This design comes from an exercise in tuning for small area and a short achievable clock period on the open sky130 flow, not from production work.
In this exercise RTL edits were held to simulation tests only and were not proved equivalent to the original.

## design.v

```verilog
module md_sched #(
    parameter int unsigned MULT_CYCLES = 5,
    parameter int unsigned DIV_CYCLES  = 10
) (
    input  logic        clk,
    input  logic        reset_n,
    input  logic [2:0]  e_op,
    input  logic [31:0] e_rs,
    input  logic [31:0] e_rt,
    input  logic        e_kill,
    input  logic        d_is_md,
    output logic [31:0] hi,
    output logic [31:0] lo,
    output logic        busy,
    output logic        md_stall
);
    localparam int MROWS = 7;    
    localparam int DROWS = 3;    
    logic op_mult, op_multu, op_div, op_divu, op_mthi, op_mtlo;
    logic issue_md, issue_mul, issue_div;
    always_comb begin
        op_mult  = !e_kill && (e_op == 3'd1);
        op_multu = !e_kill && (e_op == 3'd2);
        op_div   = !e_kill && (e_op == 3'd3);
        op_divu  = !e_kill && (e_op == 3'd4);
        op_mthi  = !e_kill && (e_op == 3'd5);
        op_mtlo  = !e_kill && (e_op == 3'd6);
        issue_mul = op_mult || op_multu;
        issue_div = op_div || op_divu;
        issue_md  = issue_mul || issue_div;
    end
    logic        busy_q;
    logic [31:0] hi_q, lo_q;
    logic [3:0]  cnt;        
    logic        m_mul;      
    logic        m_sgn;      
    logic        m_negq;     
    logic        m_negr;     
    logic        m_dz;       
    logic        m_cin;      
    logic [32:0] h_q;        
    logic [31:0] l_q;        
    logic [31:0] a_q;        
    logic        a_x;        
    logic [2:0]  q3_q;       
    logic        neg_n, neg_d;
    logic [31:0] rs_adj, rt_adj;
    logic [31:0] rs_pre;
    always_comb begin
        neg_n = op_div && e_rs[31];
        neg_d = op_div && e_rt[31];
        rs_pre[0] = 1'b0;
        for (int i = 1; i < 32; i++) rs_pre[i] = rs_pre[i-1] | e_rs[i-1];
        rs_adj = e_rs ^ ({32{neg_n}} & rs_pre);
        rt_adj = e_rt ^ {32{issue_div && !neg_d}};
    end
    logic [2:0] d3, t3, n_q3, n_r3;
    logic       d_small;
    always_comb begin
        d3      = neg_d ? (3'd0 - e_rt[2:0]) : e_rt[2:0];
        d_small = neg_d ? ((&e_rt[31:3]) && (|e_rt[2:0]))
                        : (!(|e_rt[31:3]) && (|e_rt[2:0]));
        t3      = rs_adj[31:29];
        if (d_small) begin
            n_q3 = t3 / d3;
            n_r3 = t3 % d3;
        end else begin
            n_q3 = 3'd0;
            n_r3 = t3;
        end
    end
    logic        m_div;
    logic        m_last;
    logic        m_corr;
    logic [MROWS-1:0][32:0] rx;  
    logic [MROWS-1:0][32:0] rs;  
    logic [MROWS-1:0] rc;        
    logic [MROWS-1:0] rp;        
    logic [32:0] h_nxt;          
    assign m_div  = !m_mul;
    assign m_last = (cnt == 4'd4);
    assign m_corr = m_last && m_sgn;    
    assign rx[0]  = h_q;
    for (genvar r = 0; r < MROWS; r++) begin : g_row
        localparam bit SHARED = (r == 0) || (r == 1) || (r == 6);
        wire        neg = (r == 3) ? m_corr : 1'b0;
        wire [32:0] y;
        wire [32:0] g   = rx[r] & y;
        wire [32:0] p   = rx[r] ^ y;
        wire [33:0] c;
        if (SHARED) begin : g_sh
            assign y    = {a_x, a_q};
            assign c[0] = m_cin;
            assign rp[r] = l_q[r] ? rs[r][0] : rx[r][0];
        end else begin : g_mo
            assign y    = ({33{l_q[r]}} & {a_x, a_q}) ^ {33{neg}};
            assign c[0] = neg;
            assign rp[r] = rs[r][0];
        end
        for (genvar i = 0; i < 33; i++) begin : g_bit
            assign rs[r][i] = p[i] ^ c[i];
            assign c[i+1]   = g[i] | (p[i] & c[i]);
        end
        assign rc[r] = c[33];
    end
    function automatic logic [32:0] shared_next(input logic [32:0] s, input logic [32:0] x,
                                                input logic b, input logic q, input logic n);
        logic mb, mn, dq, dn;
        logic [32:0] o;
        mb = m_mul & b;
        mn = m_mul & !b;
        dq = m_div & q;
        dn = m_div & !q;
        o[0] = (mb & s[1]) | (mn & x[1]) | (m_div & n);
        for (int i = 1; i < 32; i++)
            o[i] = (mb & s[i+1]) | (mn & x[i+1]) | (dq & s[i-1]) | (dn & x[i-1]);
        o[32] = (mb & m_sgn & s[32]) | (mn & m_sgn & x[32]) | (dq & s[31]) | (dn & x[31]);
        shared_next = o;
    endfunction
    assign rx[1] = shared_next(rs[0], rx[0], l_q[0], rc[0], l_q[27]);
    for (genvar r = 2; r < 6; r++) begin : g_mwire
        if (r == 2) begin : g_from_shared
            wire [32:0] o1 = l_q[1] ? rs[1] : rx[1];
            assign rx[r] = {m_sgn & o1[32], o1[32:1]};
        end else begin : g_plain
            assign rx[r] = {m_sgn & rs[r-1][32], rs[r-1][32:1]};
        end
    end
    wire dq1 = m_div & rc[1];
    wire dn1 = m_div & !rc[1];
    assign rx[6][0] = m_mul ? rs[5][1] : l_q[26];
    for (genvar i = 1; i < 32; i++) begin : g_mux6
        assign rx[6][i] = (m_mul & rs[5][i+1]) | (dq1 & rs[1][i-1]) | (dn1 & rx[1][i-1]);
    end
    assign rx[6][32] = (m_mul & m_sgn & rs[5][32]) | (dq1 & rs[1][31]) | (dn1 & rx[1][31]);
    assign h_nxt = shared_next(rs[6], rx[6], l_q[6], rc[6], l_q[25]);
    logic [31:0] h_pre, l_pre, h_neg, l_neg, d_rem, d_quo;
    logic        done;
    logic [31:0] hi_res, lo_res;
    always_comb begin
        d_rem = rx[6][32:1];
        d_quo = {q3_q, l_q[26:0], rc[0], rc[1]};
        h_pre[0] = 1'b0;
        l_pre[0] = 1'b0;
        for (int i = 1; i < 32; i++) begin
            h_pre[i] = h_pre[i-1] | d_rem[i-1];
            l_pre[i] = l_pre[i-1] | d_quo[i-1];
        end
        h_neg = d_rem ^ ({32{m_negr}} & h_pre);
        l_neg = d_quo ^ ({32{m_negq}} & l_pre);
        done  = m_mul ? m_last : (cnt == 4'd9);
        hi_res = m_mul ? rs[3][32:1] : h_neg;
        lo_res = m_mul ? {rp[3], rp[2], rp[1], rp[0], l_q[31:4]} : l_neg;
    end
    always_ff @(posedge clk or negedge reset_n) begin
        if (!reset_n) begin
            busy_q <= 1'b0;
            hi_q   <= '0;
            lo_q   <= '0;
        end else if (!busy_q) begin
            busy_q <= issue_md;
            if (op_mthi) hi_q <= e_rs;
            if (op_mtlo) lo_q <= e_rs;
        end else if (done) begin
            busy_q <= 1'b0;
            if (m_mul || !m_dz) begin
                hi_q <= hi_res;
                lo_q <= lo_res;
            end
        end
    end
    always_ff @(posedge clk) begin
        if (!busy_q) begin
            cnt    <= '0;
            m_mul  <= issue_mul;
            m_sgn  <= op_mult;
            m_negq <= op_div && (e_rs[31] ^ e_rt[31]);
            m_negr <= op_div && e_rs[31];
            m_dz   <= (e_rt == 32'd0);
            m_cin  <= issue_div && !neg_d;
            h_q    <= {29'd0, n_r3 & {3{issue_div}}, rs_adj[28] & issue_div};
            q3_q   <= n_q3;
            l_q    <= rs_adj;
            a_q    <= rt_adj;
            a_x    <= issue_div || (op_mult && e_rt[31]);
        end else begin
            cnt <= cnt + 4'd1;
            h_q <= h_nxt;
            if (m_mul) begin
                l_q <= {rp[6], rp[5], rp[4], rp[3], rp[2], rp[1], rp[0], l_q[31:MROWS]};
            end else begin
                l_q <= {l_q[31-DROWS:0], rc[0], rc[1], rc[6]};
            end
        end
    end
    assign hi       = hi_q;
    assign lo       = lo_q;
    assign busy     = busy_q;
    assign md_stall = d_is_md && (busy_q || issue_md);
endmodule
```

## run.sh

```bash
#!/bin/bash
# synth_recipe.tcl (not shown) runs the flow's synth.tcl, then flattens the netlist and writes it again
# the make line also repeats each setting of config.mk as NAME=value (left out here)
make -C /OpenROAD-flow-scripts/flow DESIGN_CONFIG=/design/flow/config.mk WORK_HOME=/design/flow/orfs CLKGATE_MAP_FILE= SYNTH_SCRIPT=/design/flow/synth_recipe.tcl finish
```

## constraint.sdc

```tcl
create_clock -name core_clock -period 100.0 [get_ports {clk}]
set_input_delay 20.0000 -clock core_clock [delete_from_list [all_inputs] [get_ports {clk}]]
set_output_delay 20.0000 -clock core_clock [all_outputs]
set_load 0.01 [all_outputs]
```

## config.mk

```make
export PLATFORM = sky130hd
export DESIGN_NAME = md_sched
export DESIGN_NICKNAME = md_sched
export VERILOG_FILES = /design/flow/design.v
export SDC_FILE = /design/flow/constraint.sdc
export NUM_CORES = 4
export LEC_CHECK = 0
export ABC_AREA = 1
export CAP_MARGIN = 0
export CORE_MARGIN = 2
export CORE_UTILIZATION = 65
export CTS_BUF_LIST = sky130_fd_sc_hd__clkbuf_4 sky130_fd_sc_hd__clkbuf_8
export SLEW_MARGIN = 0
```

==> results of run 1 <==
==> synthesized netlist by cell type, drive strengths merged (2+ instances only) <==
cell type,number,area [um^2]
or2,8,55.1
a41oi,19,166
buf,29,136
o211ai,18,135
nand4,32,268
clkinv,5,21.3
edfxtp,42,1260
a22o,3,26.3
dfrtp,65,1630
o21ai,131,656
xor2,49,437
dfxtp,69,1380
nand3,90,483
a21oi,86,438
o21a,2,15.0
mux2i,2,32.5
nand2,451,1710
o22a,8,70.1
inv,437,1640
and3,2,13.8
nor2,268,1130
ha,14,175
a31oi,28,175
nor3,21,110
o311ai,3,26.3
o31ai,35,263
fa,224,4480
a221oi,6,71.3
o221ai,5,43.8
o2111ai,2,17.5
clkbuf,86,353
nor4,9,56.3
a22oi,19,148
xnor2,38,333
o22ai,86,538
a211oi,2,15.0
==> registers in the layout, indices dropped and copies added, names as in the netlist, 3 cells and up <==
register  cells
h_q          33
a_q          32
hi_q         32
l_q          32
lo_q         32
cnt           4
q3_q          3
==> metrics by stage <==
stage | instances | setup slack, ps
final | 2853 | 57460
after CTS | 2853 | 57680
after floorplan | 2399 | 59330
after global routing | 2853 | 55980
after detailed placement | 2821 | 57870
after global placement | 2821 | 58200
==> placed cells by master (no fill, tap or decap), types with 7 or more instances in the layout <==
cell type / n
dfxtp_1: 68
nand4_1: 24
nand3_1: 85
nand2_2: 8
a41oi_1: 19
nor4_1: 9
ha_1: 14
clkbuf_8: 17
o21ai_1: 7
a22oi_1: 18
buf_4: 24
inv_1: 431
o22ai_1: 86
a21oi_1: 84
xnor2_1: 38
o21ai_0: 124
nor3_1: 20
o22a_1: 8
dfrtp_1: 64
edfxtp_1: 42
o211ai_1: 18
nor2_1: 237
nor2_2: 16
fa_1: 224
a31oi_1: 28
xor2_1: 48
nor2_4: 15
clkdlybuf4s50_1: 135
nand2_1: 443
o31ai_1: 35
==> worst max-delay path by stage <==
stage               end  slack, ps  cells past startpoint
3_5_place_dp    h_q[15]      57870                    118
6_report        h_q[23]      57460                    118
5_1_grt         h_q[23]      55980                    118
4_1_cts         h_q[23]      57680                    118
2_1_floorplan  md_stall      59330                     10
3_3_place_gp   md_stall      58200                     11
==> worst register-to-register path: cells and delay by family (launching register included) <==
| family | cells | cell delay, ps |
|---|---|---|
| simple gates | 7 | 680 |
| fa+ha+maj | 96 | 38780 |
| compound gates | 3 | 600 |
| flops | 1 | 500 |
| buf+inv | 12 | 1910 |
==> routing by layer <==
layer | up-vias | GRT usage
met3 | 166 | 0.0943
met5 | - | 0
li1 | 7818 | -
met2 | 1165 | 0.615
met4 | 0 | 0.187
met1 | 8356 | 0.550
==> logic make-up (layout without fill, tap and decap cells) <==
kind of cell,after synthesis,after routing,synth area share
and+or+nand+nor,884,884,0.207
muxes,2,2,0.00175
buffers and inverters,557,633,0.116
adders and majority gates,238,238,0.251
xor gates and xnor gates,87,87,0.0415
DFF,176,176,0.230
AOI/OAI and AO/OA,455,455,0.152
==> layout make-up <==
class                   count  area share
clock buffers              17      0.0114
clock inverters            15     0.00721
inverters                 442      0.0811
multi-input cells        1666       0.594
flip-flops and latches    176       0.209
well taps                 378      0.0231
repair buffers            159      0.0748
==> flow_metrics.py, run 1 <==
metrics = {
    "clock_tree": {
        "holdBufCountCts": 0,
        "cts-resized-gates": 0,
        "cts_buffer_depth": 2,
        "cts_tree": "built",
        "clock_latency_ps": 550,
        "post_cts_buffers": 0,
        "numCtsBuffers": 17,
        "clk_pin_slew_ps": 120,
        "cts-root-buf": "clkbuf_8",
        "h-tree-depth": 4,
        "clock_sinks": 176,
    },
    "synthesis": {
        "ys_ff_latch": 176,
        "syn_area_um2": 18500,
        "synth_edf_count": 42,
        "synthFlopType": "dfxtp_1",
        "yosysSeqAreaShare": 0.230,
        "yosysUniqueCellTypes": 64,
        "syn_avg_cell_area_um2": 7.73,
        "ys_async_sr_fraction": 0.369,
        "ys.warnings.count": 1,
        "syn_inst": 2399,
        "synth_nets": 2708,
    },
    "setup_path": {
        "critPathMaxStageDelay_ps": 780,
        "startpoint": "a_q[0]",
        "path_max_fanout": 29,
        "slowest_stage": "inv_1",
        "reg2reg_slack_ps": 57460,
        "worstSetupEndpointType": "flip-flop",
        "worst-path-buf-inv": 12,
        "r2r_start": "a_q[0]",
        "crit_family": "adder cells",
        "reg2regPathDepth": 118,
        "critPathRequiredTime_ps": 100430,
        "start_kind": "flip-flop",
        "critPathKind": "flip-flop to flip-flop",
        "critPathArrivalTime_ps": 42970,
        "reg2reg_to": "h_q[23]",
        "path_common_cell": "fa_1",
    },
    "worst_hold_path": {
        "hp-start": "l_q[30]",
        "hold_path_depth": 2,
        "hold_class": "flip-flop to flip-flop",
        "whs_endpoint": "l_q[23]",
    },
    "floorplan": {
        "die_w_um": 173,
        "core_um2": 27900,
        "num_io_pins": 137,
        "initial_core_util": 0.664,
        "rows": 61,
        "dieArea_um2": 29900,
        "die_h_um": 173,
    },
    "sta": {
        "tns_ps": 0,
        "finalSetupViolCount": 0,
        "rsz0062_at_grt": "no",
        "post-route-period-util": 0.425,
        "min_period_ps": 42540,
        "maxSlewHeadroom": 0.131,
        "finalMaxSlewViolations": 0,
        "finalHoldViolations": 0,
        "holdWs_ps": 480,
        "fin_skew_ps": 27.5,
        "worst_pin_slew_ps": 1290,
        "max_freq_ghz": 0.0235,
    },
    "status": {
        "status": "finished clean",
    },
    "layout": {
        "fin_area_um2": 20500,
        "layout-drive-gt1-share": 0.0537,
        "multiInputGateArea_um2": 12200,
        "antennaDiodeCount": 0,
        "final-seq-area_um2": 4270,
        "synthToLayoutAreaGrowth_pct": 10.4,
        "fin_util": 0.733,
        "nFillCells": 2277,
        "nets": 2771,
    },
    "route": {
        "met3RoutedLength_mm": 7.39,
        "ant_nets": 0,
        "drt-met1-wl_mm": 22.5,
        "route.met2.wl_mm": 26.1,
        "firstDrtPassIters": 8,
        "drt_iter0_drc": 2254,
        "routed_wl_mm": 58.9,
        "wl_per_cell_um": 20.7,
        "drc_errors": 0,
        "num_vias": 17500,
        "topRoutingLayerUsed": "met4",
        "via_per_inst": 6.14,
    },
    "grt": {
        "grt_max_degree": 66,
        "overflow": 0,
        "grt_usage": 0.403,
        "first_global_vias": 17300,
        "grt_pass1_wl_mm": 93.9,
        "antenna_found_initial": 1,
    },
    "place": {
        "dp_hpwl_mm": 44.3,
        "dpl_cell_area_um2": 20100,
        "routabilityCongestion": 0.999,
        "io_buffers": 136,
    },
    "flow_run": {
        "drv_cap": 0,
    },
}
==> run 2, diff against run 1 <==
==> flow/run.sh (new file) <==
#!/bin/bash
set -euo pipefail
bash standard.sh "BUFFER_PORTS_ARGS=-buffer_cell sky130_fd_sc_hd__buf_1" finish > standard.log 2>&1
==> standard.sh (new file) <==
#!/bin/bash
# synth_recipe.tcl (not shown) runs the flow's synth.tcl, then flattens the netlist and writes it again
# the make line also repeats each setting of config.mk as NAME=value (left out here)
make -C /OpenROAD-flow-scripts/flow DESIGN_CONFIG=/design/flow/config.mk WORK_HOME=/design/flow/orfs CLKGATE_MAP_FILE= SYNTH_SCRIPT=/design/flow/synth_recipe.tcl "${@:-finish}"
removed: run.sh
==> run 2 against run 1 <==
Clock skew is 3.2 ps higher. Wire length barely moved. Global-route usage is 0.098 points higher. Register-to-register slack lost 50 ps. Die area stayed put. First-iteration DRC count fell by 9.4%. Non-clock buffer count decreased by 2. Largest cell class unchanged.
==> flow_metrics.py, run 2 <==
metrics = {
    "status": {
        "status": "finished clean",
    },
    "clock_tree": {
        "holdBufCountCts": 0,
        "cts-resized-gates": 0,
        "post_cts_buffers": 0,
        "numCtsBuffers": 17,
        "cts_buffer_depth": 2,
        "h-tree-depth": 4,
        "cts-root-buf": "clkbuf_8",
        "cts_tree": "built",
        "clock_latency_ps": 550,
        "clock_sinks": 176,
        "clk_pin_slew_ps": 120,
    },
    "grt": {
        "antenna_found_initial": 0,
        "grt_pass1_wl_mm": 93.8,
        "grt_usage": 0.404,
        "overflow": 0,
        "grt_max_degree": 74,
        "first_global_vias": 17200,
    },
    "synthesis": {
        "ys_ff_latch": 176,
        "ys_async_sr_fraction": 0.369,
        "yosysUniqueCellTypes": 64,
        "synth.most_common_cell": "nand2_1",
        "yosysSeqAreaShare": 0.230,
        "ys.warnings.count": 1,
        "synth.largest_area_cell": "fa_1",
        "synth_top_area_frac": 0.242,
        "syn_avg_cell_area_um2": 7.73,
        "synth_common_cells": "nand2_1, inv_1, nor2_1",
        "synth_edf_count": 42,
        "synth_nets": 2708,
        "synthTopCellsByArea": "fa_1, nand2_1, dfrtp_1, inv_1, dfxtp_1",
        "synthFlopType": "dfxtp_1",
        "syn_area_um2": 18500,
        "syn_inst": 2399,
    },
    "setup_path": {
        "critPathArrivalTime_ps": 43020,
        "reg2reg_slack_ps": 57410,
        "reg2reg_to": "h_q[23]",
        "path_common_cell": "fa_1",
        "worstSetupEndpointType": "flip-flop",
        "critPathKind": "flip-flop to flip-flop",
        "path_max_fanout": 29,
        "critPathMaxStageDelay_ps": 800,
        "critPathRequiredTime_ps": 100430,
        "reg2regPathDepth": 118,
        "r2r_start": "a_q[0]",
        "slowest_stage": "inv_1",
        "start_kind": "flip-flop",
    },
    "layout": {
        "fin_util": 0.702,
        "largest_register": "h_q",
        "most-common-layout-cells": "nand2_1, inv_1, nor2_1, fa_1, buf_1",
        "largest_reg_flops": 33,
        "synthToLayoutAreaGrowth_pct": 5.67,
        "nets": 2769,
        "layout-drive-gt1-share": 0.0530,
        "final_common_cell": "nand2_1",
        "antennaDiodeCount": 0,
    },
    "sta": {
        "finalHoldViolations": 0,
        "post-route-period-util": 0.426,
        "tns_ps": 0,
        "maxSlewHeadroom": 0.0509,
        "finalSetupViolCount": 0,
        "rsz0062_at_grt": "no",
        "worst_pin_slew_ps": 1410,
        "fin_ws_ps": 57410,
        "min_period_ps": 42590,
        "finalMaxSlewViolations": 0,
        "max_freq_ghz": 0.0235,
        "fin_skew_ps": 30.6,
    },
    "route": {
        "via_per_inst": 6.11,
        "drt_iter0_drc": 2042,
        "firstDrtPassIters": 5,
        "ant_nets": 0,
        "wl_per_cell_um": 20.7,
        "num_vias": 17400,
        "routed_wl_mm": 59.0,
        "drc_errors": 0,
    },
    "floorplan": {
        "rows": 61,
        "die_w_um": 173,
        "core_um2": 27900,
        "die_h_um": 173,
        "dieArea_um2": 29900,
        "num_io_pins": 137,
        "initial_core_util": 0.664,
    },
    "place": {
        "pre_cts_ws_ps": 57780,
        "routabilityCongestion": 0.985,
        "dp_hpwl_mm": 44.6,
        "io_buffers": 136,
    },
    "worst_hold_path": {
        "hold_path_depth": 2,
        "whs_endpoint": "l_q[20]",
        "hold_class": "flip-flop to flip-flop",
        "hp-start": "l_q[27]",
    },
    "flow_run": {
        "drv_cap": 0,
    },
}
[run 2: cell counts after synthesis]
Identical to the previous run, type by type.
[run 2: stage by stage]
step                hold WS (ps)  cell area (um^2)  cells
finish                       487             19600   2851
detailed placement           470             19200   2819
floorplan                    431             18500   2399
CTS                          494             19600   2851
global route                 522             19600   2851
global placement             456             19200   2819
[run 2: routing by layer]
| metal | part of all wire | GRT usage | vias up | wire, um |
|---|---|---|---|---|
| met1 | 0.39 | 0.538 | 8387 | 22900 |
| met4 | 0.051 | 0.187 | 0 | 3030 |
| met2 | 0.44 | 0.617 | 1054 | 26200 |
| met3 | 0.12 | 0.116 | 164 | 6860 |
| met5 | 0 | 0 | - | 0 |
| li1 | - | - | 7826 | - |
[run 2: worst max-delay path, delay by kind of cell (launching register included)]
family                     cells  cell delay, ps
DFF                            1             470
AOI/OAI and AO/OA              3             640
adders and majority gates     96           38780
and+or+nand+nor                7             680
buffers and inverters         12            1910
[run 2: worst max-delay path by stage]
stage                     slack, ps        to    start  cells after the start
after floorplan               59330  md_stall  e_op[2]                     10
after global placement        58190   h_q[19]   a_q[0]                    118
after detailed placement      57780   h_q[19]   a_q[0]                    118
after CTS                     57680   h_q[19]   a_q[0]                    118
after global routing          56050   h_q[23]   a_q[0]                    118
final                         57410   h_q[23]   a_q[0]                    118
[run 2: logic make-up (layout without fill, tap and decap cells)]
logic type                 Yosys count  in the layout  synth area share
AOI/OAI and AO/OA                  455            455             0.152
xor gates and xnor gates            87             87            0.0415
adders and majority gates          238            238             0.251
buffers and inverters              557            631             0.116
DFF                                176            176             0.230
muxes                                2              2           0.00175
and+or+nand+nor                    884            884             0.207
[run 2: final cells by class]
| cell class | instances | area [um^2] |
|---|---|---|
| clock buffers | 24 | 299 |
| clock inverters | 8 | 60.1 |
| fillers | 2378 | 8330 |
| inverters | 442 | 1660 |
| multi-input cells | 1666 | 12200 |
| flip-flops and latches | 176 | 4270 |
| well taps | 378 | 473 |
| repair buffers | 157 | 672 |
==> run 3, diff against run 2 <==
==> flow/run.sh (replaced) <==
#!/bin/bash
# The standard layout with two changes:
#  * port buffers are sky130_fd_sc_hd__buf_1 (the default picks a larger,
#    slower delay buffer);
#  * after the unchanged standard synthesis, the full adders on the slowest
#    register paths (the divide rows) are upsized to fa_2 (flow/upsize_fa.tcl).
# Each step's output goes to its own log in this folder.
set -euo pipefail
ARGS=("BUFFER_PORTS_ARGS=-buffer_cell sky130_fd_sc_hd__buf_1")
bash standard.sh "${ARGS[@]}" synth > synth.log 2>&1
export RESULTS=$PWD/orfs/results/sky130hd/md_sched/base
export FA_SLACK_LIMIT=62
openroad -no_init -exit flow/upsize_fa.tcl > upsize.log 2>&1
touch "$RESULTS/1_synth.sdc"
bash standard.sh "${ARGS[@]}" finish > finish.log 2>&1
==> flow/upsize_fa.tcl (new file) <==
# Upsize the full adders of the divide's ripple rows (the slowest register
# paths) from fa_1 to fa_2 in the synthesized netlist, before floorplanning.
# Only drive strength changes; timing is read against the design's SDC.
set results $::env(RESULTS)
read_db $results/1_synth.odb
read_liberty $::env(FLOW_HOME)/platforms/sky130hd/lib/sky130_fd_sc_hd__tt_025C_1v80.lib
read_sdc $results/1_synth.sdc
set limit $::env(FA_SLACK_LIMIT)
set sel {}
foreach inst [get_cells -filter "ref_name == sky130_fd_sc_hd__fa_1"] {
  set s 1e9
  foreach pp [get_pins -of_objects $inst -filter "direction == output"] {
    set v [get_property $pp slack_max]
    if {$v < $s} { set s $v }
  }
  if {$s < $limit} { lappend sel $inst }
}
puts "upsizing [llength $sel] full adders with slack below $limit ns"
report_checks -path_delay max -path_group core_clock -format end -group_path_count 3
foreach inst $sel { replace_cell $inst sky130_fd_sc_hd__fa_2 }
report_checks -path_delay max -path_group core_clock -format end -group_path_count 3
write_db $results/1_synth.odb
--- a/config.mk
+++ b/config.mk
@@ -11,3 +11,3 @@
 export CORE_UTILIZATION = 65
-export CTS_BUF_LIST = sky130_fd_sc_hd__clkbuf_4 sky130_fd_sc_hd__clkbuf_8
+export CTS_BUF_LIST = sky130_fd_sc_hd__clkbuf_8
 export SLEW_MARGIN = 0
==> run 3 against run 2 <==
Synthesized cell count did not move. First-iteration DRC count fell by 0.73%. Die area rose by 1.3%. Area after synthesis rose by 1.3%. Non-clock buffer count rose by 2.
==> flow_metrics.py, run 3 <==
metrics = {
    "status": {
        "status": "finished clean",
    },
    "layout": {
        "most-common-layout-cells": "nand2_1, inv_1, nor2_1, buf_1, fa_1",
        "fin_area_um2": 20000,
        "largest_reg_flops": 33,
        "multiInputGateArea_um2": 12400,
        "synthToLayoutAreaGrowth_pct": 6.23,
        "final_common_cell": "nand2_1",
        "layout-drive-gt1-share": 0.0925,
        "nets": 2771,
        "nFillCells": 2448,
        "fin_util": 0.699,
        "final-seq-area_um2": 4270,
        "largest_register": "h_q",
        "fin_cells": 2861,
    },
    "grt": {
        "antenna_found_initial": 1,
        "first_global_vias": 16700,
        "grt_max_degree": 74,
        "grt_pass1_wl_mm": 91.5,
        "overflow": 0,
        "grt_usage": 0.391,
    },
    "place": {
        "io_buffers": 136,
        "dp_cells": 2827,
        "pre_cts_ws_ps": 58900,
        "dpl_cell_area_um2": 19500,
        "dp_hpwl_mm": 43.5,
        "routabilityCongestion": 0.950,
    },
    "route": {
        "drc_errors": 0,
        "drt_iter0_drc": 2027,
        "wl_per_cell_um": 20.2,
        "ant_nets": 0,
        "routed_wl_mm": 57.7,
        "via_per_inst": 5.99,
        "num_vias": 17100,
        "firstDrtPassIters": 7,
    },
    "floorplan": {
        "die_w_um": 174,
        "core_um2": 28500,
        "initial_core_util": 0.658,
        "die_h_um": 174,
        "rows": 62,
        "num_io_pins": 137,
        "dieArea_um2": 30300,
    },
    "setup_path": {
        "worstSetupEndpointType": "primary output",
        "reg2regPathDepth": 119,
        "critPathMaxStageDelay_ps": 250,
        "r2r_start": "a_q[0]",
        "critPathKind": "primary input to primary output",
        "path_cells": "buf_1 > nor2_1 > inv_1 > nor2_1 > nor2_1 > inv_1 > nor2_1 > nand2_1 > nand2_1 > inv_1 > buf_1",
        "path_max_fanout": 5,
        "slowest_stage": "nor2_1",
        "reg2reg_slack_ps": 61500,
        "worst-path-buf-inv": 5,
        "start_kind": "primary input",
        "crit_family": "simple AND/OR/NAND/NOR gates",
        "critPathArrivalTime_ps": 21130,
        "path_common_cell": "nor2_1",
        "reg2reg_to": "h_q[23]",
        "critPathRequiredTime_ps": 80000,
    },
    "synthesis": {
        "syn_avg_cell_area_um2": 7.83,
        "ys.warnings.count": 1,
        "syn_area_um2": 18800,
        "synth_nets": 2708,
        "syn_inst": 2399,
    },
    "clock_tree": {
        "clock_sinks": 176,
        "cts_tree": "built",
        "h-tree-depth": 4,
        "cts-resized-gates": 0,
        "holdBufCountCts": 0,
        "cts_buffer_depth": 2,
        "cts-root-buf": "clkbuf_8",
        "post_cts_buffers": 0,
        "clock_latency_ps": 510,
        "clk_pin_slew_ps": 100,
        "numCtsBuffers": 17,
    },
    "sta": {
        "finalSetupViolCount": 0,
        "min_period_ps": 41130,
        "tns_ps": 0,
        "max_freq_ghz": 0.0243,
        "fin_ws_ps": 58870,
        "fin_skew_ps": 23.8,
        "finalMaxSlewViolations": 0,
        "maxSlewHeadroom": 0.135,
        "finalHoldViolations": 0,
        "post-route-period-util": 0.411,
        "holdWs_ps": 466,
        "worst_pin_slew_ps": 1290,
        "rsz0062_at_grt": "no",
    },
    "worst_hold_path": {
        "whs_endpoint": "l_q[23]",
        "hold_class": "flip-flop to flip-flop",
        "hp-start": "l_q[30]",
        "hold_path_depth": 2,
    },
    "flow_run": {
        "drv_cap": 0,
    },
}
-- run 3: per-layer routing --
layer  share of wire  GRT usage  wire (um)  vias up
met5               0          0          0        -
met4           0.040      0.145       2320        0
met3           0.099     0.0696       5690      114
met2            0.46      0.617      26400      913
met1            0.40      0.544      23300     8302
li1                -          -          -     7817
-- run 3: worst register-to-register path: cells and delay by family (launching register included) --
kind            cells  cell delay (ps)
compound gates      2              560
fa+ha+maj          97            34640
buf+inv            12             1870
flops               1              510
simple gates        8              810
-- run 3: worst max-delay path by stage --
stage	startpoint	end	slack, ps	cells past startpoint
floorplan	e_op[2]	md_stall	59330	10
global placement	e_op[1]	md_stall	59020	11
detailed placement	e_op[1]	md_stall	58900	11
CTS	e_op[1]	md_stall	58900	11
global route	e_op[1]	md_stall	58680	11
finish	e_op[1]	md_stall	58870	11
-- run 3: cell type report --
class                           instances  area share
Antenna cell                            2    0.000251
Clock buffer                           18      0.0124
Clock inverter                         14      0.0101
Inverter                              442      0.0833
Multi-Input combinational cell       1666       0.621
Sequential cell                       176       0.214
Tap cell                              384      0.0241
Timing Repair Buffer                  159      0.0344
==> run 4, diff against run 3 <==
--- a/config.mk
+++ b/config.mk
@@ -11,3 +11,2 @@
 export CORE_UTILIZATION = 65
-export CTS_BUF_LIST = sky130_fd_sc_hd__clkbuf_8
 export SLEW_MARGIN = 0
==> run 4 against run 3 <==
Worst hold slack worse by 4.9 ps. Highest routed layer unchanged. Wire length up 0.50%. Flip-flop and latch count unchanged. Clock skew down 5.3 ps. Cell count about the same. Setup slack better by 1.4 ps. First-iteration DRC count down 0.89%. Still clean on timing, DRC and antenna. Fmax about the same.
==> flow_metrics.py, run 4 <==
metrics = {
    "status": {
        "status": "finished clean",
    },
    "grt": {
        "grtUsageMet2": 0.614,
        "grt_max_degree": 74,
        "grt_usage": 0.393,
        "busiest_layer": "met2",
        "antenna_found_initial": 1,
        "grt_use_met3": 0.0798,
        "met1_usage": 0.538,
        "first_global_vias": 16900,
        "overflow": 0,
        "grt_pass1_wl_mm": 92.1,
    },
    "layout": {
        "largest_register": "h_q",
        "fin_util": 0.706,
        "synthToLayoutAreaGrowth_pct": 7.22,
        "final_common_cell": "nand2_1",
        "largest_reg_flops": 33,
        "layout-drive-gt1-share": 0.0929,
        "antennaDiodeCount": 0,
        "nets": 2772,
        "fin_area_um2": 20100,
        "most-common-layout-cells": "nand2_1, inv_1, nor2_1, buf_1, fa_1",
    },
    "clock_tree": {
        "holdBufCountCts": 0,
        "cts-root-buf": "clkbuf_16",
        "clock_latency_ps": 460,
        "cts_buffer_depth": 2,
        "h-tree-depth": 4,
        "post_cts_buffers": 0,
        "cts-resized-gates": 0,
        "clock_sinks": 176,
        "clk_pin_slew_ps": 70,
        "numCtsBuffers": 17,
        "cts_tree": "built",
    },
    "synthesis": {
        "synth_nets": 2708,
        "syn_avg_cell_area_um2": 7.83,
        "syn_area_um2": 18800,
        "syn_inst": 2399,
        "ys.warnings.count": 1,
    },
    "place": {
        "dp_hpwl_mm": 43.5,
        "io_buffers": 136,
        "routabilityCongestion": 0.950,
        "dpl_cell_area_um2": 19500,
    },
    "setup_path": {
        "critPathArrivalTime_ps": 21120,
        "worstSetupEndpointType": "primary output",
        "reg2regPathDepth": 119,
        "critPathMaxStageDelay_ps": 250,
        "path_cells": "buf_1 > nor2_1 > inv_1 > nor2_1 > nor2_1 > inv_1 > nor2_1 > nand2_1 > nand2_1 > inv_1 > buf_1",
        "critPathKind": "primary input to primary output",
        "path_common_cell": "nor2_1",
        "reg2reg_slack_ps": 61550,
        "crit_family": "simple AND/OR/NAND/NOR gates",
        "start_kind": "primary input",
        "worst-path-buf-inv": 5,
        "critPathRequiredTime_ps": 80000,
        "slowest_stage": "nor2_1",
        "path_max_fanout": 5,
        "r2r_start": "a_q[0]",
        "reg2reg_to": "h_q[23]",
    },
    "sta": {
        "rsz0062_at_grt": "no",
        "finalMaxSlewViolations": 0,
        "fin_skew_ps": 18.5,
        "finalHoldViolations": 0,
        "post-route-period-util": 0.411,
        "maxSlewHeadroom": 0.187,
        "holdWs_ps": 461,
        "finalSetupViolCount": 0,
        "tns_ps": 0,
        "max_freq_ghz": 0.0243,
        "worst_pin_slew_ps": 1220,
        "min_period_ps": 41120,
    },
    "floorplan": {
        "num_io_pins": 137,
        "die_w_um": 174,
        "initial_core_util": 0.658,
        "core_um2": 28500,
        "dieArea_um2": 30300,
        "rows": 62,
        "die_h_um": 174,
    },
    "route": {
        "ant_nets": 0,
        "firstDrtPassIters": 7,
        "wl_per_cell_um": 20.3,
        "routed_wl_mm": 58.0,
        "via_per_inst": 6.03,
        "drc_errors": 0,
        "drt_iter0_drc": 2009,
        "num_vias": 17300,
    },
    "worst_hold_path": {
        "hold_class": "flip-flop to flip-flop",
        "hp-start": "l_q[30]",
        "whs_endpoint": "l_q[23]",
        "hold_path_depth": 2,
    },
    "flow_run": {
        "drv_cap": 0,
    },
}
[run 4: cell count changes in the layout (fill, tap and decap cells not counted), sizes merged]
| cell | previous run | this run |
|---|---|---|
| bufinv | 4 | 3 |
| clkbuf | 19 | 20 |
| buf | 158 | 159 |
| diode | 2 | 0 |
[run 4: final cells by class]
class	instances	area, um^2
clock inverters	13	171
multi-input cells	1666	12400
flip-flops and latches	176	4270
repair buffers	160	692
fillers	2400	8400
well taps	384	480
inverters	442	1660
clock buffers	19	464
[run 4: worst reg2reg max path, delay by kind of cell, from the launching register on]
family / cells / cell delay (ps)
buf+inv: 12 / 1860
fa+ha+maj: 97 / 34610
simple gates: 8 / 780
compound gates: 2 / 550
flops: 1 / 500
[run 4: worst max path at each step]
stage                       start  slack (ps)  depth (start not counted)       end
final                     e_op[1]       58880                         11  md_stall
after global routing      e_op[1]       58680                         11  md_stall
after CTS                 e_op[1]       58900                         11  md_stall
after detailed placement  e_op[1]       58900                         11  md_stall
after global placement    e_op[1]       59020                         11  md_stall
after floorplan           e_op[2]       59330                         10  md_stall
[run 4: layer usage]
layer / wire [um] / vias to the layer above
met5: 0 / -
met4: 2350 / 0
met3: 6080 / 104
met2: 26600 / 1004
met1: 23000 / 8316
li1: - / 7829
[run 4: per-stage QoR]
step	worst slack (ps)	instances
after global routing	58680	2860
after CTS	58900	2859
after detailed placement	58900	2827
final	58880	2860
after floorplan	59330	2399
after global placement	59020	2827
==> run 5, diff against run 4 <==
--- a/config.mk
+++ b/config.mk
@@ -11,2 +11,4 @@
 export CORE_UTILIZATION = 65
+export CTS_BUF_LIST = sky130_fd_sc_hd__clkbuf_8 sky130_fd_sc_hd__clkbuf_16
+export CTS_CLUSTER_SIZE = 30
 export SLEW_MARGIN = 0
==> run 5 against run 4 <==
Wire length unchanged. Worst hold slack did not move. Clock skew unchanged. Setup slack unchanged. Global-route usage did not move. Sequential share of layout area did not move. Final area did not move. Largest cell class unchanged.
==> flow_metrics.py, run 5 <==
metrics = {
    "route": {
        "routed_wl_mm": 58.0,
        "firstDrtPassIters": 7,
        "drc_errors": 0,
        "wl_per_cell_um": 20.3,
        "num_vias": 17300,
        "via_per_inst": 6.03,
        "ant_nets": 0,
        "drt_iter0_drc": 2009,
    },
    "clock_tree": {
        "clock_latency_ps": 460,
        "h-tree-depth": 4,
        "numCtsBuffers": 17,
        "cts_buffer_depth": 2,
        "cts-root-buf": "clkbuf_16",
        "holdBufCountCts": 0,
        "cts_tree": "built",
        "clk_pin_slew_ps": 70,
        "cts-resized-gates": 0,
        "clock_sinks": 176,
        "post_cts_buffers": 0,
    },
    "sta": {
        "fin_ws_ps": 58880,
        "post-route-period-util": 0.411,
        "fin_skew_ps": 18.5,
        "finalMaxSlewViolations": 0,
        "finalHoldViolations": 0,
        "rsz0062_at_grt": "no",
        "finalSetupViolCount": 0,
        "min_period_ps": 41120,
        "maxSlewHeadroom": 0.187,
        "worst_pin_slew_ps": 1220,
        "tns_ps": 0,
        "max_freq_ghz": 0.0243,
    },
    "place": {
        "routabilityCongestion": 0.950,
        "io_buffers": 136,
        "dp_hpwl_mm": 43.5,
        "dp_cells": 2827,
        "pre_cts_ws_ps": 58900,
    },
    "setup_path": {
        "path_max_fanout": 5,
        "start_kind": "primary input",
        "critPathArrivalTime_ps": 21120,
        "critPathRequiredTime_ps": 80000,
        "r2r_start": "a_q[0]",
        "critPathKind": "primary input to primary output",
        "startpoint": "e_op[1]",
        "worstSetupEndpointType": "primary output",
    },
    "floorplan": {
        "dieArea_um2": 30300,
        "num_io_pins": 137,
        "die_w_um": 174,
        "core_um2": 28500,
        "rows": 62,
        "initial_core_util": 0.658,
        "die_h_um": 174,
    },
    "layout": {
        "layout-drive-gt1-share": 0.0929,
        "nets": 2772,
        "largest_reg_flops": 33,
        "synthToLayoutAreaGrowth_pct": 7.22,
        "most-common-layout-cells": "nand2_1, inv_1, nor2_1, buf_1, fa_1",
        "final_common_cell": "nand2_1",
        "antennaDiodeCount": 0,
        "largest_register": "h_q",
        "fin_cells": 2860,
    },
    "synthesis": {
        "ys.warnings.count": 1,
        "syn_inst": 2399,
        "syn_area_um2": 18800,
        "synth_nets": 2708,
        "syn_avg_cell_area_um2": 7.83,
    },
    "grt": {
        "grt_usage": 0.393,
        "grt_pass1_wl_mm": 92.1,
        "first_global_vias": 16900,
        "overflow": 0,
        "grt_max_degree": 74,
        "antenna_found_initial": 1,
    },
    "worst_hold_path": {
        "hp-start": "l_q[30]",
        "hold_class": "flip-flop to flip-flop",
    },
    "status": {
        "status": "finished clean",
    },
    "flow_run": {
        "drv_cap": 0,
    },
}
-- run 5: final timing paths --
| check | cells past startpoint | slack (ps) | endpoint |
|---|---|---|---|
| setup / recovery | 11 | 58880 | md_stall |
| hold / removal | 2 | 460 | l_q[23] |
| setup reg to reg | 119 | 61550 | h_q[23] |
| hold reg to reg | 2 | 460 | l_q[23] |
| max in group asynchronous | 1 | 79440 | busy_q |
| min in group asynchronous | 1 | 19790 | hi_q[11] |
-- run 5: layer usage --
layer  up-vias  GRT usage  part of all wire  routed length (um)
met5         -          0                 0                   0
met4         0      0.167             0.040                2350
met3       104     0.0798              0.10                6080
met2      1004      0.614              0.46               26600
met1      8316      0.538              0.40               23000
li1       7829          -                 -                   -
-- run 5: critical path: stages --
cell	delay [ps]
buf_1	140
nor2_1	70
inv_1	90
nor2_1	50
nor2_1	250
inv_1	110
nor2_1	130
nand2_1	60
nand2_1	60
inv_1	40
buf_1	110
-- run 5: cell type report --
cell class | instances | area (um^2)
multi-input combinational | 1666 | 12400
fill | 2400 | 8400
sequential | 176 | 4270
inverter | 442 | 1660
timing repair buffer | 160 | 692
tap | 384 | 480
clock buffer | 19 | 464
clock inverter | 13 | 171
-- run 5: through the flow --
step	util	area [um^2]	hold slack (ps)
floorplan	-	18800	431
global placement	0.683	19500	447
detailed placement	0.683	19500	450
CTS	0.706	20100	463
global route	0.706	20100	484
finish	0.706	20100	461
==> run 6, diff against run 5 <==
--- a/design.v
+++ b/design.v
@@ -45,2 +45,3 @@
     logic [2:0]  q3_q;       
+    logic [2:0]  t_q;        
     logic        neg_n, neg_d;
@@ -77,4 +78,4 @@
     logic [MROWS-1:0] rc;        
-    logic [MROWS-1:0] rp;        
-    logic [32:0] h_nxt;          
+    logic [MROWS-1:0] take;      
+    logic [31:0] d_out;          
     assign m_div  = !m_mul;
@@ -83,18 +84,11 @@
     assign rx[0]  = h_q;
+    assign take   = {t_q[2], l_q[5:2], t_q[1:0]};
     for (genvar r = 0; r < MROWS; r++) begin : g_row
         localparam bit SHARED = (r == 0) || (r == 1) || (r == 6);
-        wire        neg = (r == 3) ? m_corr : 1'b0;
-        wire [32:0] y;
-        wire [32:0] g   = rx[r] & y;
-        wire [32:0] p   = rx[r] ^ y;
+        wire        neg  = (r == 3) ? m_corr : 1'b0;
+        wire [32:0] y    = ({33{take[r]}} & {a_x, a_q}) ^ {33{neg}};
+        wire [32:0] g    = rx[r] & y;
+        wire [32:0] p    = rx[r] ^ y;
         wire [33:0] c;
-        if (SHARED) begin : g_sh
-            assign y    = {a_x, a_q};
-            assign c[0] = m_cin;
-            assign rp[r] = l_q[r] ? rs[r][0] : rx[r][0];
-        end else begin : g_mo
-            assign y    = ({33{l_q[r]}} & {a_x, a_q}) ^ {33{neg}};
-            assign c[0] = neg;
-            assign rp[r] = rs[r][0];
-        end
+        assign c[0] = neg | (SHARED ? m_cin : 1'b0);
         for (genvar i = 0; i < 33; i++) begin : g_bit
@@ -105,24 +99,11 @@
     end
-    function automatic logic [32:0] shared_next(input logic [32:0] s, input logic [32:0] x,
-                                                input logic b, input logic q, input logic n);
-        logic mb, mn, dq, dn;
-        logic [32:0] o;
-        mb = m_mul & b;
-        mn = m_mul & !b;
-        dq = m_div & q;
-        dn = m_div & !q;
-        o[0] = (mb & s[1]) | (mn & x[1]) | (m_div & n);
-        for (int i = 1; i < 32; i++)
-            o[i] = (mb & s[i+1]) | (mn & x[i+1]) | (dq & s[i-1]) | (dn & x[i-1]);
-        o[32] = (mb & m_sgn & s[32]) | (mn & m_sgn & x[32]) | (dq & s[31]) | (dn & x[31]);
-        shared_next = o;
-    endfunction
-    assign rx[1] = shared_next(rs[0], rx[0], l_q[0], rc[0], l_q[27]);
+    wire dq0 = m_div & rc[0];
+    wire dn0 = m_div & !rc[0];
+    assign rx[1][0] = m_mul ? rs[0][1] : l_q[27];
+    for (genvar i = 1; i < 32; i++) begin : g_mux1
+        assign rx[1][i] = (m_mul & rs[0][i+1]) | (dq0 & rs[0][i-1]) | (dn0 & rx[0][i-1]);
+    end
+    assign rx[1][32] = (m_mul & m_sgn & rs[0][32]) | (dq0 & rs[0][31]) | (dn0 & rx[0][31]);
     for (genvar r = 2; r < 6; r++) begin : g_mwire
-        if (r == 2) begin : g_from_shared
-            wire [32:0] o1 = l_q[1] ? rs[1] : rx[1];
-            assign rx[r] = {m_sgn & o1[32], o1[32:1]};
-        end else begin : g_plain
-            assign rx[r] = {m_sgn & rs[r-1][32], rs[r-1][32:1]};
-        end
+        assign rx[r] = {m_sgn & rs[r-1][32], rs[r-1][32:1]};
     end
@@ -135,3 +116,3 @@
     assign rx[6][32] = (m_mul & m_sgn & rs[5][32]) | (dq1 & rs[1][31]) | (dn1 & rx[1][31]);
-    assign h_nxt = shared_next(rs[6], rx[6], l_q[6], rc[6], l_q[25]);
+    assign d_out = rc[6] ? rs[6][31:0] : rx[6][31:0];
     logic [31:0] h_pre, l_pre, h_neg, l_neg, d_rem, d_quo;
@@ -152,3 +133,3 @@
         hi_res = m_mul ? rs[3][32:1] : h_neg;
-        lo_res = m_mul ? {rp[3], rp[2], rp[1], rp[0], l_q[31:4]} : l_neg;
+        lo_res = m_mul ? {rs[3][0], rs[2][0], rs[1][0], rs[0][0], l_q[31:4]} : l_neg;
     end
@@ -185,8 +166,12 @@
             a_x    <= issue_div || (op_mult && e_rt[31]);
+            t_q    <= issue_mul ? {e_rs[6], e_rs[1:0]} : 3'b111;
         end else begin
             cnt <= cnt + 4'd1;
-            h_q <= h_nxt;
             if (m_mul) begin
-                l_q <= {rp[6], rp[5], rp[4], rp[3], rp[2], rp[1], rp[0], l_q[31:MROWS]};
+                t_q <= {l_q[13], l_q[8:7]};
+                h_q <= {m_sgn & rs[MROWS-1][32], rs[MROWS-1][32:1]};
+                l_q <= {rs[6][0], rs[5][0], rs[4][0], rs[3][0], rs[2][0], rs[1][0], rs[0][0],
+                        l_q[31:MROWS]};
             end else begin
+                h_q <= {d_out, l_q[25]};
                 l_q <= {l_q[31-DROWS:0], rc[0], rc[1], rc[6]};
--- a/config.mk
+++ b/config.mk
@@ -11,4 +11,2 @@
 export CORE_UTILIZATION = 65
-export CTS_BUF_LIST = sky130_fd_sc_hd__clkbuf_8 sky130_fd_sc_hd__clkbuf_16
-export CTS_CLUSTER_SIZE = 30
 export SLEW_MARGIN = 0
==> run 6 against run 5 <==
Critical path type unchanged. Critical path depth stayed put. Core utilization decreased by 0.10 points. Sequential share of layout area grew 1.0 points. Via count decreased by 3.3%. Synthesized cell count decreased by 2.6%.
==> flow_metrics.py, run 6 <==
metrics = {
    "clock_tree": {
        "clock_latency_ps": 470,
        "holdBufCountCts": 0,
        "post_cts_buffers": 0,
        "cts_buffer_depth": 2,
        "cts-resized-gates": 0,
        "numCtsBuffers": 17,
        "h-tree-depth": 4,
        "clk_pin_slew_ps": 80,
        "cts-root-buf": "clkbuf_16",
        "cts_tree": "built",
        "clock_sinks": 179,
    },
    "status": {
        "status": "finished clean",
    },
    "setup_path": {
        "worstSetupEndpointType": "primary output",
        "start_kind": "primary input",
        "critPathKind": "primary input to primary output",
        "critPathArrivalTime_ps": 21160,
        "r2r_start": "t_q[0]",
        "startpoint": "e_kill",
        "critPathRequiredTime_ps": 80000,
        "path_max_fanout": 5,
    },
    "flow_run": {
        "drv_cap": 0,
    },
    "sta": {
        "maxSlewHeadroom": 0.176,
        "rsz0062_at_grt": "no",
        "min_period_ps": 41160,
        "finalHoldViolations": 0,
        "post-route-period-util": 0.412,
        "finalMaxSlewViolations": 0,
        "finalSetupViolCount": 0,
        "fin_skew_ps": 11.9,
        "worst_pin_slew_ps": 1220,
        "max_freq_ghz": 0.0243,
        "tns_ps": 0,
    },
    "synthesis": {
        "ys.warnings.count": 1,
        "syn_avg_cell_area_um2": 7.89,
        "syn_inst": 2336,
        "synth_nets": 2645,
        "syn_area_um2": 18400,
    },
    "layout": {
        "nets": 2711,
        "synthToLayoutAreaGrowth_pct": 6.52,
        "largest_register": "h_q",
        "largest_reg_flops": 33,
        "fin_area_um2": 19600,
        "most-common-layout-cells": "nand2_1, inv_1, nor2_1, buf_1, fa_1",
        "nFillCells": 2368,
        "fin_cells": 2793,
        "antennaDiodeCount": 0,
        "layout-drive-gt1-share": 0.0870,
        "final_common_cell": "nand2_1",
    },
    "route": {
        "ant_nets": 0,
        "drt_iter0_drc": 2150,
        "firstDrtPassIters": 10,
        "routed_wl_mm": 56.5,
        "drc_errors": 0,
        "num_vias": 16700,
        "via_per_inst": 5.97,
        "wl_per_cell_um": 20.2,
    },
    "worst_hold_path": {
        "hold_class": "flip-flop to flip-flop",
        "hp-start": "l_q[29]",
    },
    "grt": {
        "grt_max_degree": 66,
        "grt_usage": 0.397,
        "grt_pass1_wl_mm": 89.2,
        "first_global_vias": 16400,
        "antenna_found_initial": 0,
        "overflow": 0,
    },
    "floorplan": {
        "core_um2": 27900,
        "rows": 61,
        "dieArea_um2": 29700,
        "die_h_um": 172,
        "die_w_um": 172,
        "num_io_pins": 137,
        "initial_core_util": 0.662,
    },
    "place": {
        "io_buffers": 136,
        "dpl_cell_area_um2": 19100,
        "routabilityCongestion": 0.960,
        "dp_hpwl_mm": 42.0,
        "dp_cells": 2761,
    },
}
==> run 6: path summary, 6_finish.rpt <==
check,to,slack [ps],depth (start not counted)
max in group asynchronous,busy_q,79510,1
worst max-delay path,md_stall,58840,11
worst min-delay path,l_q[22],480,2
worst max register to register,h_q[3],60780,116
worst min register to register,l_q[22],480,2
min in group asynchronous,hi_q[13],19740,1
==> run 6: layer usage <==
metal	wire length, um	part of all wire	GRT usage	vias up
li1	-	-	-	7536
met1	22200	0.39	0.532	7960
met2	25400	0.45	0.615	1021
met3	6160	0.11	0.0886	171
met4	2770	0.049	0.189	0
met5	0	0	0	-
==> run 6: area by class of cell <==
| cell class | count | area (um^2) | area share |
|---|---|---|---|
| clock inverters | 13 | 97.6 | 0.00497 |
| clock buffers | 19 | 443 | 0.0226 |
| well taps | 378 | 473 | 0.0241 |
| flip-flops and latches | 179 | 4360 | 0.222 |
| repair buffers | 160 | 694 | 0.0354 |
| inverters | 454 | 1700 | 0.0868 |
| multi-input cells | 1590 | 11900 | 0.604 |
==> run 6: metrics by stage <==
step                utilization  hold slack [ps]  setup slack (ps)
global route              0.705              523             58720
floorplan                     -              424             59280
detailed placement        0.685              454             58860
CTS                       0.705              472             58860
finish                    0.705              484             58840
global placement          0.685              458             58980
==> run 6: critical path, cell delays in order <==
cell	delay [ps]
buf_1	80
nor2_1	120
inv_1	80
nor3_1	240
nor2_1	170
inv_1	110
nor2_1	50
nand2_1	70
nand2_1	50
inv_1	40
buf_1	140
==> run 7, diff against run 6 <==
--- a/config.mk
+++ b/config.mk
@@ -11,2 +11,3 @@
 export CORE_UTILIZATION = 65
+export CTS_BUF_LIST = sky130_fd_sc_hd__clkbuf_8
 export SLEW_MARGIN = 0
==> run 7 against run 6 <==
Sequential share of layout area increased by 0.22 points. Critical endpoint unchanged. Critical path type unchanged. Worst hold slack lost 2.2 ps.
==> flow_metrics.py, run 7 <==
metrics = {
    "worst_hold_path": {
        "hold_class": "flip-flop to flip-flop",
        "hp-start": "l_q[29]",
        "hold_path_depth": 2,
        "whs_endpoint": "l_q[22]",
    },
    "route": {
        "drt_iter0_drc": 2016,
        "via_per_inst": 5.96,
        "drc_errors": 0,
        "wl_per_cell_um": 20.0,
        "num_vias": 16600,
        "firstDrtPassIters": 8,
        "ant_nets": 0,
        "routed_wl_mm": 55.9,
    },
    "layout": {
        "final_common_cell": "nand2_1",
        "layout-drive-gt1-share": 0.0870,
        "synthToLayoutAreaGrowth_pct": 5.48,
        "nFillCells": 2407,
        "largest_register": "h_q",
        "antennaDiodeCount": 0,
        "largest_reg_flops": 33,
        "most-common-layout-cells": "nand2_1, inv_1, nor2_1, buf_1, fa_1",
        "nets": 2711,
        "fin_cells": 2793,
    },
    "place": {
        "dp_cells": 2761,
        "routabilityCongestion": 0.960,
        "io_buffers": 136,
        "dp_hpwl_mm": 42.0,
    },
    "grt": {
        "grt_max_degree": 66,
        "first_global_vias": 16300,
        "grtUsageMet2": 0.601,
        "met1_usage": 0.531,
        "overflow": 0,
        "busiest_layer": "met2",
        "grt_use_met3": 0.0943,
        "antenna_found_initial": 0,
        "grt_usage": 0.395,
        "grt_pass1_wl_mm": 88.9,
    },
    "sta": {
        "rsz0062_at_grt": "no",
        "fin_skew_ps": 14.8,
        "finalMaxSlewViolations": 0,
        "finalHoldViolations": 0,
        "maxSlewHeadroom": 0.181,
        "post-route-period-util": 0.411,
        "min_period_ps": 41140,
        "finalSetupViolCount": 0,
        "tns_ps": 0,
        "worst_pin_slew_ps": 1220,
        "max_freq_ghz": 0.0243,
    },
    "synthesis": {
        "ys.warnings.count": 1,
        "syn_area_um2": 18400,
        "syn_avg_cell_area_um2": 7.89,
        "synth_nets": 2645,
        "syn_inst": 2336,
    },
    "setup_path": {
        "slowest_stage": "nor3_1",
        "path_max_fanout": 5,
        "worstSetupEndpointType": "primary output",
        "start_kind": "primary input",
        "r2r_start": "t_q[0]",
        "critPathMaxStageDelay_ps": 230,
        "worst-path-buf-inv": 5,
        "critPathArrivalTime_ps": 21140,
        "critPathKind": "primary input to primary output",
        "reg2reg_slack_ps": 60760,
        "critPathRequiredTime_ps": 80000,
        "reg2reg_to": "h_q[3]",
        "path_cells": "buf_1 > nor2_1 > inv_1 > nor3_1 > nor2_1 > inv_1 > nor2_1 > nand2_1 > nand2_1 > inv_1 > buf_1",
        "crit_family": "simple AND/OR/NAND/NOR gates",
        "reg2regPathDepth": 116,
    },
    "floorplan": {
        "initial_core_util": 0.662,
        "dieArea_um2": 29700,
        "core_um2": 27900,
        "num_io_pins": 137,
        "die_h_um": 172,
        "die_w_um": 172,
        "rows": 61,
    },
    "clock_tree": {
        "cts_tree": "built",
        "cts-root-buf": "clkbuf_8",
        "clock_sinks": 179,
        "h-tree-depth": 4,
        "holdBufCountCts": 0,
        "cts_buffer_depth": 2,
        "clock_latency_ps": 510,
        "clk_pin_slew_ps": 110,
        "numCtsBuffers": 17,
        "post_cts_buffers": 0,
        "cts-resized-gates": 0,
    },
    "status": {
        "status": "finished clean",
    },
    "flow_run": {
        "drv_cap": 0,
    },
}
==> run 7: changes by cell type in the layout (fill, tap and decap cells not counted) <==
cell,delta
clkbuf_16,-17
clkbuf_1,-1
inv_1,+1
clkbuf_8,+17
==> run 7: layer usage <==
layer / vias to the layer above / wire length, um
met5: - / 0
met4: 0 / 3040
met3: 168 / 6000
met2: 1002 / 24800
met1: 7926 / 22100
li1: 7552 / -
==> run 7: how the worst max path moves through the flow <==
stage          startpoint  endpoint  slack, ps  depth (start not counted)
2_1_floorplan     e_op[2]  md_stall      59280                         10
3_3_place_gp      e_op[2]  md_stall      58980                         12
3_5_place_dp       e_kill  md_stall      58860                         11
4_1_cts            e_kill  md_stall      58860                         11
5_1_grt            e_kill  md_stall      58720                         11
6_report           e_kill  md_stall      58860                         11
==> run 7: final cells by class <==
| class | count | area [um^2] | area share |
|---|---|---|---|
| clock buffer | 18 | 248 | 0.0127 |
| clock inverter | 14 | 101 | 0.00521 |
| inverter | 454 | 1700 | 0.0877 |
| multi-input combinational | 1590 | 11900 | 0.610 |
| sequential | 179 | 4360 | 0.224 |
| tap | 378 | 473 | 0.0243 |
| timing repair buffer | 160 | 694 | 0.0357 |
==> run 7: worst reg2reg max path, delay by kind of cell, from the launching register on <==
kind	cells	cell delay (ps)
buf+inv	8	1110
compound gates	2	570
flops	1	350
fa+ha+maj	97	36010
simple gates	9	1080
==> run 7: metrics by stage <==
step / setup slack (ps) / hold slack (ps) / instance area (um^2) / util
2_1_floorplan: 59280 / 424 / 18400 / -
3_3_place_gp: 58980 / 458 / 19100 / 0.685
3_5_place_dp: 58860 / 454 / 19100 / 0.685
4_1_cts: 58860 / 479 / 19400 / 0.698
5_1_grt: 58720 / 532 / 19400 / 0.698
6_report: 58860 / 482 / 19400 / 0.698

==> afterwards: timing with drivers on the ports <==
The results above use ideal ports. As a check the final layouts listed here were re-extracted and re-timed, cells and wires unchanged.
Step 1 sets driving cells, clkbuf_16 on the clock port and buf_2 on the other inputs (assumed; they add their load-dependent delay and slew).
Step 2 adds t to the input delays and takes it off the output delays; t is the mean of the earliest and latest rising clock arrival at the registers after step 1. Input paths then give back, and output paths get back, about the clock's delay inside the block.
Slacks: ideal / step 1 / step 2; pairs: ideal / step 1.
run | shift t [ns] | setup WS [ns] | worst slew at a driven data input, ns
run 1 | 0.583 | 57.458 / 57.458 / 57.458 | 0.04
run 2 | 0.583 | 57.406 / 57.406 / 57.406 | 0.06
run 3 | 0.552 | 58.874 / 58.852 / 58.852 | 0.05
run 4 | 0.508 | 58.876 / 58.854 / 58.854 | 0.05
run 5 | 0.508 | 58.876 / 58.854 / 58.854 | 0.05
run 6 | 0.514 | 58.838 / 58.818 / 58.818 | 0.06
run 7 | 0.552 | 58.859 / 58.839 / 58.839 | 0.05
After both steps setup and hold are still met in every run listed.
